From an optimization exercise on the open Yosys and OpenROAD flow, aimed at small area, a short achievable clock period and few clock cycles; shortcuts taken in it are not production practice.
Only simulation tests tie the RTL to the original design; equivalence was not proved.

File: run.sh
#!/bin/bash
# synth_recipe.tcl (not shown) runs the flow's synth.tcl, then flattens the netlist and writes it again
# the make line also repeats each setting of config.mk as NAME=value (left out here)
make -C /OpenROAD-flow-scripts/flow DESIGN_CONFIG=/design/flow/config.mk WORK_HOME=/design/flow/orfs CLKGATE_MAP_FILE= SYNTH_SCRIPT=/design/flow/synth_recipe.tcl finish
File: config.mk
export PLATFORM = sky130hd
export DESIGN_NAME = led_matrix_scan_dimmer_unit
export DESIGN_NICKNAME = led_matrix_scan_dimmer_unit
export VERILOG_FILES = /design/flow/design.v
export SDC_FILE = /design/flow/constraint.sdc
export NUM_CORES = 4
export LEC_CHECK = 0
export CAP_MARGIN = 20
export CORE_MARGIN = 2
export CORE_UTILIZATION = 40
export SLEW_MARGIN = 20
File: constraint.sdc
create_clock -name core_clock -period 6.0 [get_ports {clk}]
set_input_delay 1.2000 -clock core_clock [delete_from_list [all_inputs] [get_ports {clk}]]
set_output_delay 1.2000 -clock core_clock [all_outputs]
set_load 0.01 [all_outputs]
File: design.v
package lmsd_pkg;
	localparam int WORD_W   = 16;
	localparam int LED_W    = 8;
	localparam int SCHED_W  = 6;
	localparam int LEVELS   = 4;
	localparam int CMD_W    = 2;
	localparam int REG_W    = 2;
	localparam int PANEL_W  = 3;
	localparam int ROW_W    = 3;
	localparam int COLOR_W  = 2;
	localparam int S_TDATA_W = 32;
	localparam int S_TUSER_W = 2;
	localparam int M_TDATA_W = 16;
	localparam int M_TUSER_W = 5;
	localparam int DEF_PANELS         = 5;
	localparam int DEF_ROWS           = 8;
	localparam int DEF_LEDS_PER_ROW   = 8;
	localparam int DEF_COLORS         = 3;
	localparam int DEF_REFRESH_CYCLES = 6;
	typedef enum logic [CMD_W-1:0] {
		CMD_TICK       = 2'd0,
		CMD_WRITE      = 2'd1,
		CMD_SWAP_DEFER = 2'd2,
		CMD_SWAP_NOW   = 2'd3
	} cmd_t;
	typedef enum logic [REG_W-1:0] {
		REG_SCHED_L0 = 2'd0,
		REG_SCHED_L1 = 2'd1,
		REG_SCHED_L2 = 2'd2,
		REG_SCHED_L3 = 2'd3
	} reg_idx_t;
	typedef enum logic {
		ST_IDLE  = 1'b0,
		ST_SWEEP = 1'b1
	} state_t;
	typedef logic [SCHED_W-1:0] sched_t;
	localparam sched_t SCHED_RST_L0 = 6'h00;
	localparam sched_t SCHED_RST_L1 = 6'h20;
	localparam sched_t SCHED_RST_L2 = 6'h24;
	localparam sched_t SCHED_RST_L3 = 6'h3f;
endpackage
module lmsd_ram #(
	parameter int WIDTH = 16,
	parameter int DEPTH = 240
) (
	input  logic                     clk,
	input  logic                     we,
	input  logic [$clog2(DEPTH)-1:0] waddr,
	input  logic [WIDTH-1:0]         wdata,
	input  logic                     re,
	input  logic [$clog2(DEPTH)-1:0] raddr,
	output logic [WIDTH-1:0]         rdata
);
	logic [WIDTH-1:0] mem_q [DEPTH];
	logic [WIDTH-1:0] rdata_q;
	always_ff @(posedge clk) begin
		if (we) begin
			mem_q[waddr] <= wdata;
		end
		if (re) begin
			rdata_q <= mem_q[raddr];
		end
	end
	assign rdata = rdata_q;
endmodule
module led_matrix_scan_dimmer_unit #(
	parameter int PANELS         = lmsd_pkg::DEF_PANELS,
	parameter int ROWS           = lmsd_pkg::DEF_ROWS,
	parameter int LEDS_PER_ROW   = lmsd_pkg::DEF_LEDS_PER_ROW,
	parameter int COLORS         = lmsd_pkg::DEF_COLORS,
	parameter int REFRESH_CYCLES = lmsd_pkg::DEF_REFRESH_CYCLES
) (
	input  logic                            clk,
	input  logic                            arst_n,
	input  logic                            s_tvalid,
	output logic                            s_tready,
	input  logic [lmsd_pkg::S_TDATA_W-1:0]  s_tdata,
	input  logic [lmsd_pkg::S_TUSER_W-1:0]  s_tuser,
	output logic                            m_tvalid,
	input  logic                            m_tready,
	output logic [lmsd_pkg::M_TDATA_W-1:0]  m_tdata,
	output logic [lmsd_pkg::M_TUSER_W-1:0]  m_tuser,
	output logic                            m_tlast,
	input  logic                            cfg_valid,
	output logic                            cfg_ready,
	input  logic [lmsd_pkg::REG_W-1:0]      cfg_index,
	input  logic [lmsd_pkg::SCHED_W-1:0]    cfg_data
);
	localparam int DEPTH  = 2 * PANELS * ROWS * COLORS;
	localparam int AW     = $clog2(DEPTH);
	localparam int P_W    = (PANELS > 1) ? $clog2(PANELS) : 1;
	localparam int C_W    = (COLORS > 1) ? $clog2(COLORS) : 1;
	localparam int R_W    = $clog2(ROWS);
	localparam int RC_W   = (REFRESH_CYCLES > 1) ? $clog2(REFRESH_CYCLES) : 1;
	localparam int NLED   = (LEDS_PER_ROW < lmsd_pkg::LED_W) ? LEDS_PER_ROW : lmsd_pkg::LED_W;
	lmsd_pkg::cmd_t                 in_cmd;
	logic                           in_hidden;
	logic [lmsd_pkg::PANEL_W-1:0]   in_panel;
	logic [lmsd_pkg::ROW_W-1:0]     in_row;
	logic [lmsd_pkg::COLOR_W-1:0]   in_color;
	logic [lmsd_pkg::WORD_W-1:0]    in_word;
	assign in_cmd    = lmsd_pkg::cmd_t'(s_tuser[1:0]);
	assign in_hidden = s_tdata[0];
	assign in_panel  = s_tdata[3:1];
	assign in_row    = s_tdata[6:4];
	assign in_color  = s_tdata[8:7];
	assign in_word   = s_tdata[24:9];
	lmsd_pkg::state_t state_q, state_nx;
	lmsd_pkg::sched_t sched_q [lmsd_pkg::LEVELS];
	logic [R_W-1:0]   row_q;
	logic [RC_W-1:0]  rc_q;
	logic             shown_q;
	logic             pend_q;
	logic [lmsd_pkg::LEVELS-1:0] lvl_on_q;
	logic [P_W-1:0]   p_q;
	logic [C_W-1:0]   c_q;
	logic [DEPTH-1:0] vld_q;
	logic             rd_vld_s1;
	logic             vbit_s1;
	logic [P_W-1:0]   p_s1;
	logic [C_W-1:0]   c_s1;
	logic [lmsd_pkg::LED_W-1:0]  led_q;
	logic [lmsd_pkg::ROW_W-1:0]  orow_q;
	logic [lmsd_pkg::PANEL_W-1:0] opanel_q;
	logic [lmsd_pkg::COLOR_W-1:0] ocolor_q;
	logic             olast_q;
	logic             ovld_q;
	logic             in_xfer;
	logic             tick;
	logic             wr_en;
	logic [AW-1:0]    waddr;
	logic             issue;
	logic             last_issue;
	logic [AW-1:0]    raddr;
	logic [lmsd_pkg::WORD_W-1:0] rdata;
	logic [lmsd_pkg::WORD_W-1:0] word_s1;
	logic             load;
	logic [R_W-1:0]   row_nx;
	logic [RC_W-1:0]  rc_nx;
	logic             shown_nx;
	logic             pend_nx;
	logic [lmsd_pkg::LEVELS-1:0] lvl_on_nx;
	logic [lmsd_pkg::LED_W-1:0]  led_nx;
	assign in_xfer    = s_tvalid && s_tready;
	assign tick       = in_xfer && (in_cmd == lmsd_pkg::CMD_TICK);
	assign load       = rd_vld_s1 && (!ovld_q || m_tready);
	assign last_issue = (int'(p_q) == PANELS - 1) && (int'(c_q) == COLORS - 1);
	assign cfg_ready  = 1'b1;
	always_comb begin
		state_nx = state_q;
		case (state_q)
			lmsd_pkg::ST_IDLE: begin
				if (tick) begin
					state_nx = lmsd_pkg::ST_SWEEP;
				end
			end
			lmsd_pkg::ST_SWEEP: begin
				if (issue && last_issue) begin
					state_nx = lmsd_pkg::ST_IDLE;
				end
			end
			default: state_nx = lmsd_pkg::ST_IDLE;
		endcase
	end
	always_comb begin
		s_tready = 1'b0;
		issue    = 1'b0;
		case (state_q)
			lmsd_pkg::ST_IDLE:  s_tready = !rd_vld_s1;
			lmsd_pkg::ST_SWEEP: issue    = !rd_vld_s1 || load;
			default: begin
				s_tready = 1'b0;
				issue    = 1'b0;
			end
		endcase
	end
	assign wr_en = in_xfer && (in_cmd == lmsd_pkg::CMD_WRITE)
		&& (int'(in_panel) < PANELS) && (int'(in_row) < ROWS) && (int'(in_color) < COLORS);
	assign waddr = AW'((((int'(shown_q ^ in_hidden) * PANELS + int'(in_panel)) * ROWS
		+ int'(in_row)) * COLORS) + int'(in_color));
	assign raddr = AW'((((int'(shown_q) * PANELS + int'(p_q)) * ROWS
		+ int'(row_q)) * COLORS) + int'(c_q));
	lmsd_ram #(
		.WIDTH (lmsd_pkg::WORD_W),
		.DEPTH (DEPTH)
	) u_frame (
		.clk   (clk),
		.we    (wr_en),
		.waddr (waddr),
		.wdata (in_word),
		.re    (issue),
		.raddr (raddr),
		.rdata (rdata)
	);
	always_comb begin
		row_nx   = row_q + R_W'(1);
		rc_nx    = rc_q;
		shown_nx = shown_q;
		pend_nx  = pend_q;
		if (int'(row_q) == ROWS - 1) begin
			row_nx = '0;
			if (int'(rc_q) == REFRESH_CYCLES - 1) begin
				rc_nx = '0;
				if (pend_q) begin
					shown_nx = !shown_q;
					pend_nx  = 1'b0;
				end
			end else begin
				rc_nx = rc_q + RC_W'(1);
			end
		end
	end
	always_comb begin
		lvl_on_nx = '0;
		for (int l = 0; l < lmsd_pkg::LEVELS; l++) begin
			for (int j = 0; j < lmsd_pkg::SCHED_W; j++) begin
				if (int'(rc_nx) == j) begin
					lvl_on_nx[l] = sched_q[l][j];
				end
			end
		end
	end
	assign word_s1 = vbit_s1 ? rdata : '0;
	always_comb begin
		led_nx = '0;
		for (int k = 0; k < NLED; k++) begin
			led_nx[k] = lvl_on_q[word_s1[2*k +: 2]];
		end
	end
	always_ff @(posedge clk or negedge arst_n) begin
		if (!arst_n) begin
			state_q   <= lmsd_pkg::ST_IDLE;
			sched_q[0] <= lmsd_pkg::SCHED_RST_L0;
			sched_q[1] <= lmsd_pkg::SCHED_RST_L1;
			sched_q[2] <= lmsd_pkg::SCHED_RST_L2;
			sched_q[3] <= lmsd_pkg::SCHED_RST_L3;
			row_q     <= '0;
			rc_q      <= '0;
			shown_q   <= 1'b1;
			pend_q    <= 1'b0;
			lvl_on_q  <= '0;
			p_q       <= '0;
			c_q       <= '0;
			vld_q     <= '0;
			rd_vld_s1 <= 1'b0;
			ovld_q    <= 1'b0;
		end else begin
			state_q <= state_nx;
			if (cfg_valid && cfg_ready) begin
				case (cfg_index)
					lmsd_pkg::REG_SCHED_L0: sched_q[0] <= cfg_data;
					lmsd_pkg::REG_SCHED_L1: sched_q[1] <= cfg_data;
					lmsd_pkg::REG_SCHED_L2: sched_q[2] <= cfg_data;
					lmsd_pkg::REG_SCHED_L3: sched_q[3] <= cfg_data;
					default: ;
				endcase
			end
			if (wr_en) begin
				vld_q[waddr] <= 1'b1;
			end
			if (in_xfer && (in_cmd == lmsd_pkg::CMD_SWAP_DEFER)) begin
				pend_q <= 1'b1;
			end
			if (in_xfer && (in_cmd == lmsd_pkg::CMD_SWAP_NOW)) begin
				shown_q <= !shown_q;
			end
			if (tick) begin
				row_q    <= row_nx;
				rc_q     <= rc_nx;
				shown_q  <= shown_nx;
				pend_q   <= pend_nx;
				lvl_on_q <= lvl_on_nx;
				p_q      <= '0;
				c_q      <= '0;
			end
			if (issue) begin
				if (int'(c_q) == COLORS - 1) begin
					c_q <= '0;
					p_q <= p_q + P_W'(1);
				end else begin
					c_q <= c_q + C_W'(1);
				end
				rd_vld_s1 <= 1'b1;
			end else if (load) begin
				rd_vld_s1 <= 1'b0;
			end
			if (load) begin
				ovld_q <= 1'b1;
			end else if (m_tready) begin
				ovld_q <= 1'b0;
			end
		end
	end
	always_ff @(posedge clk) begin
		if (issue) begin
			vbit_s1 <= vld_q[raddr];
			p_s1    <= p_q;
			c_s1    <= c_q;
		end
		if (load) begin
			led_q    <= led_nx;
			orow_q   <= lmsd_pkg::ROW_W'(int'(row_q));
			opanel_q <= lmsd_pkg::PANEL_W'(int'(p_s1));
			ocolor_q <= lmsd_pkg::COLOR_W'(int'(c_s1));
			olast_q  <= (int'(p_s1) == PANELS - 1) && (int'(c_s1) == COLORS - 1);
		end
	end
	assign m_tvalid = ovld_q;
	assign m_tdata  = {5'b0, led_q, orow_q};
	assign m_tuser  = {ocolor_q, opanel_q};
	assign m_tlast  = olast_q;
endmodule
==> results.txt <==
==> final cells by class <==
class                      count  area, µm²
clock buffer                 501      10990
clock inverter               271       2724
fill                       33292     216300
tap                         5428       6792
antenna                        6      15.01
sequential                  4163     123600
multi-input combinational   3055      37410
timing repair buffer         660       8230
inverter                      20      75.07
==> sequential cells by signal, indices dropped and copies added (netlist names), 4 cells and up <==
name	flops
lvl_on_q	4
u_frame.rdata_q	16
u_frame.mem_q	3840
vld_q	240
sched_q	24
led_q	8
==> cell families after synthesis <==
group,share of synthesized area [%]
mux,16.44
compound gates,3.737
buf+inv,1.572
other cells,0.004602
xor+xnor,0.1211
simple gates,2.068
flops,75.73
fa+ha+maj,0.3251
==> Yosys cell counts, drive strengths merged (6+ instances only) <==
library cell	count
a22oi	71
nor3	45
xnor2	10
inv	19
clkbuf	185
and3	11
mux4	1035
mux2	35
a31oi	17
a21o	101
a221oi	100
xor2	10
nor2	308
nor4	8
dfstp	10
o21ai	110
nand2	336
buf	273
a311oi	36
edfxtp	3879
nor2b	11
a221o	6
nand3	37
a41o	13
a22o	11
o221a	12
ha	36
o21bai	64
nand4	9
or3	6
mux2i	312
dfrtp	274
a32oi	60
a31o	77
a21oi	86
==> through the flow <==
stage / util [%] / TNS (ns) / instances
after floorplan: - / 0 / 7696
after global placement: 43.35 / -14.27 / 13323
after detailed placement: 43.35 / -21.84 / 13324
after CTS: 46.73 / 0 / 14096
after global routing: 46.74 / 0 / 14099
final: 46.75 / 0 / 14104
==> path summary, 6_finish.rpt <==
path,start,to,slack [ns],cells past startpoint
worst min-delay path,arst_n,sched_q[0][5],0.21,1
max in group asynchronous,arst_n,vld_q[71],4.52,2
worst max register to register,shown_q,u_frame.rdata_q[7],0.74,13
min in group core_clock,p_s1[1],opanel_q[1],0.45,0
worst min register to register,p_s1[1],opanel_q[1],0.45,0
worst max-delay path,shown_q,u_frame.rdata_q[7],0.74,13
==> cells in the final DEF (no fill, tap or decap), types with 16 or more instances in the layout <==
cell	n
a21o_1	101
a21oi_1	79
a221oi_1	100
a22oi_1	71
a311oi_1	36
a31o_1	20
a31o_2	57
a31oi_1	17
a32oi_1	60
buf_12	240
buf_4	359
bufinv_16	40
clkbuf_1	66
clkbuf_16	422
clkbuf_8	17
clkdlybuf4s50_1	41
clkinv_1	90
clkinv_2	90
clkinvlp_4	19
dfrtp_1	274
edfxtp_1	3879
ha_1	34
inv_1	19
mux2_2	35
mux2i_1	312
mux4_2	1035
nand2_1	318
nand2_2	16
nand3_1	36
nor2_1	268
nor2_2	36
nor3_1	34
o21ai_0	103
o21bai_1	64
==> metal layers <==
| metal | vias to the layer above | global-route usage, % | part of all wire [%] |
|---|---|---|---|
| li1 | 33525 | - | - |
| met1 | 44149 | 28.58 | 41 |
| met2 | 3559 | 32.32 | 47 |
| met3 | 598 | 3.619 | 8.2 |
| met4 | 8 | 6.119 | 3.2 |
| met5 | - | 0 | 0.012 |
==> worst register-to-register path, cell delays in order (launching register included) <==
cell and delay, ns:
dfstp_2 0.59, ha_1 0.20, ha_1 0.16, xor2_1 0.53, inv_1 0.11, ha_1 0.29
inv_1 0.04, ha_1 0.34, inv_1 0.12, nor3_1 0.43, a211o_1 0.83, o21ai_2 0.56
a311oi_1 0.64, nor3_1 0.12
==> qor.yml <==
synthesis:
  synthesis.area_um2: 163200
  syn_inst: 7692
  synth-seq-cells: 4163
  yosys-top-cells-area: "edfxtp_1 (71%), mux4_2 (14%), dfrtp_1 (4.2%), mux2i_1 (1.9%), nand2_1 (0.77%)"
  synthDistinctLibCells: 85
  yosysWarnings: 3
  synth_largest_area_cell: "edfxtp_1"
  async_flop_share_pct: 6.822
  synth-main-ff-cell: "edfxtp_1"
  synth_edf_count: 3879
  synth_area_per_cell_um2: 21.22
  ys_seq_area_share_pct: 75.73
  synth_top_area_share_pct: 71.37
sta:
  holdWs_ns: 0.2071
  hold_viol: 0
  relSlewSlack_pct: 15.75
  worst_slew_pin_slew_ns: 1.264
  rsz0062_at_grt: "false"
  skew_ns: 0.06705
  fmax_mhz: 190.2
  final_max_slew_viol_count: 0
  worst_slack_ns: 0.7424
  finalCritPeriodShare_pct: 87.63
  setup_violations: 0
  min_period_ns: 5.258
run:
  maxCapViolCount: 0
detailed_routing:
  wl_per_cell_um: 30.22
  drtAntennaViolNets: 0
  drc: 0
  first_pass_iters: 7
  routed_via_density: 5.803
  via_count: 81839
  finalWirelength_um: 426300
  drtIter0Drc: 10038
floorplan:
  num_rows: 234
  fp.dieH_um: 642.8
  core_um2: 406100
  die_w_um: 642.8
  start_util_pct: 40.19
  ioPinCount: 72
  die-area_um2: 413100
global_route:
  antenna_found_initial: 22
  grt_max_degree: 177
  grt_pass1_wl_um: 608800
  first_global_vias: 82747
  track_usage_pct: 20.27
  overflow: 0
setup_path:
  start_kind: "flop"
  path_max_fanout: 18
  critPathKind: "reg2reg"
  cp_cell_sequence: "ha_1, ha_1, xor2_1, inv_1, ha_1, inv_1, ha_1, inv_1, nor3_1, a211o_1, o21ai_2, a311oi_1, nor3_1"
  crit_family: "compound AO/OA/AOI/OAI gates"
  cp-end-kind: "flop"
  critical_path_required_ns: 6.68
  crit_top_cell: "ha_1"
  crit_slowest_cell: "a211o_1"
  worst-path-buf-inv: 3
  slowest_delay_ns: 0.83
  cp.arrival_ns: 5.94
clock_tree:
  cts_buffers: 417
  cts_resized: 0
  cts_tree: "done"
  clk_latency_ns: 0.99
  clkSlewWorstSetupHoldPaths_ns: 0.06
  post_cts_buffers: 0
  htreeDepth: 5
  clockBufferDepth: 4
  cts.sinks: 4163
  holdBufCountCts: 0
  cts-root-buf: "clkbuf_16"
placement:
  dp_worst_setup_slack_ns: -0.1669
  placed_area_um2: 176000
  dp_hpwl_um: 256300
  port_buffers: 58
  gp_congestion: 0.8872
final_layout:
  layout.nets: 8404
  fin_area_um2: 189800
  area_growth_pct: 16.32
  drive_gt1_share_pct: 28.72
worst_hold_path:
  min_path_type: "in2async"
status:
  outcome: "complete, no violations"
Testbench counts, summed over its fixed seeds: cycles 15,227.

-- static timing again, ports no longer ideal --
Ports are ideal in the flow. The routed layout listed here was re-timed in OpenROAD. Step 1: set_driving_cell puts a clkbuf_16 on clk and a buf_2 on each other input, an assumption about the parent block. Step 2 times the ports against the registers' clock, not the clock port: input delays grow and output delays shrink by t, the midpoint of the rising clock arrivals with the driver on. Slacks: no drivers / after step 1 / after step 2; pairs: no drivers / after step 1.
shift t [ns]: 1.081
setup slack, ns: 0.742 / 0.742 / -0.196
pins driven straight from the clock port: 1
Met with ideal ports but missed after step 2: setup timing in this run. For this run, drivers alone change the setup slack by 0.000 ns; drivers and shift together by -0.938 ns.
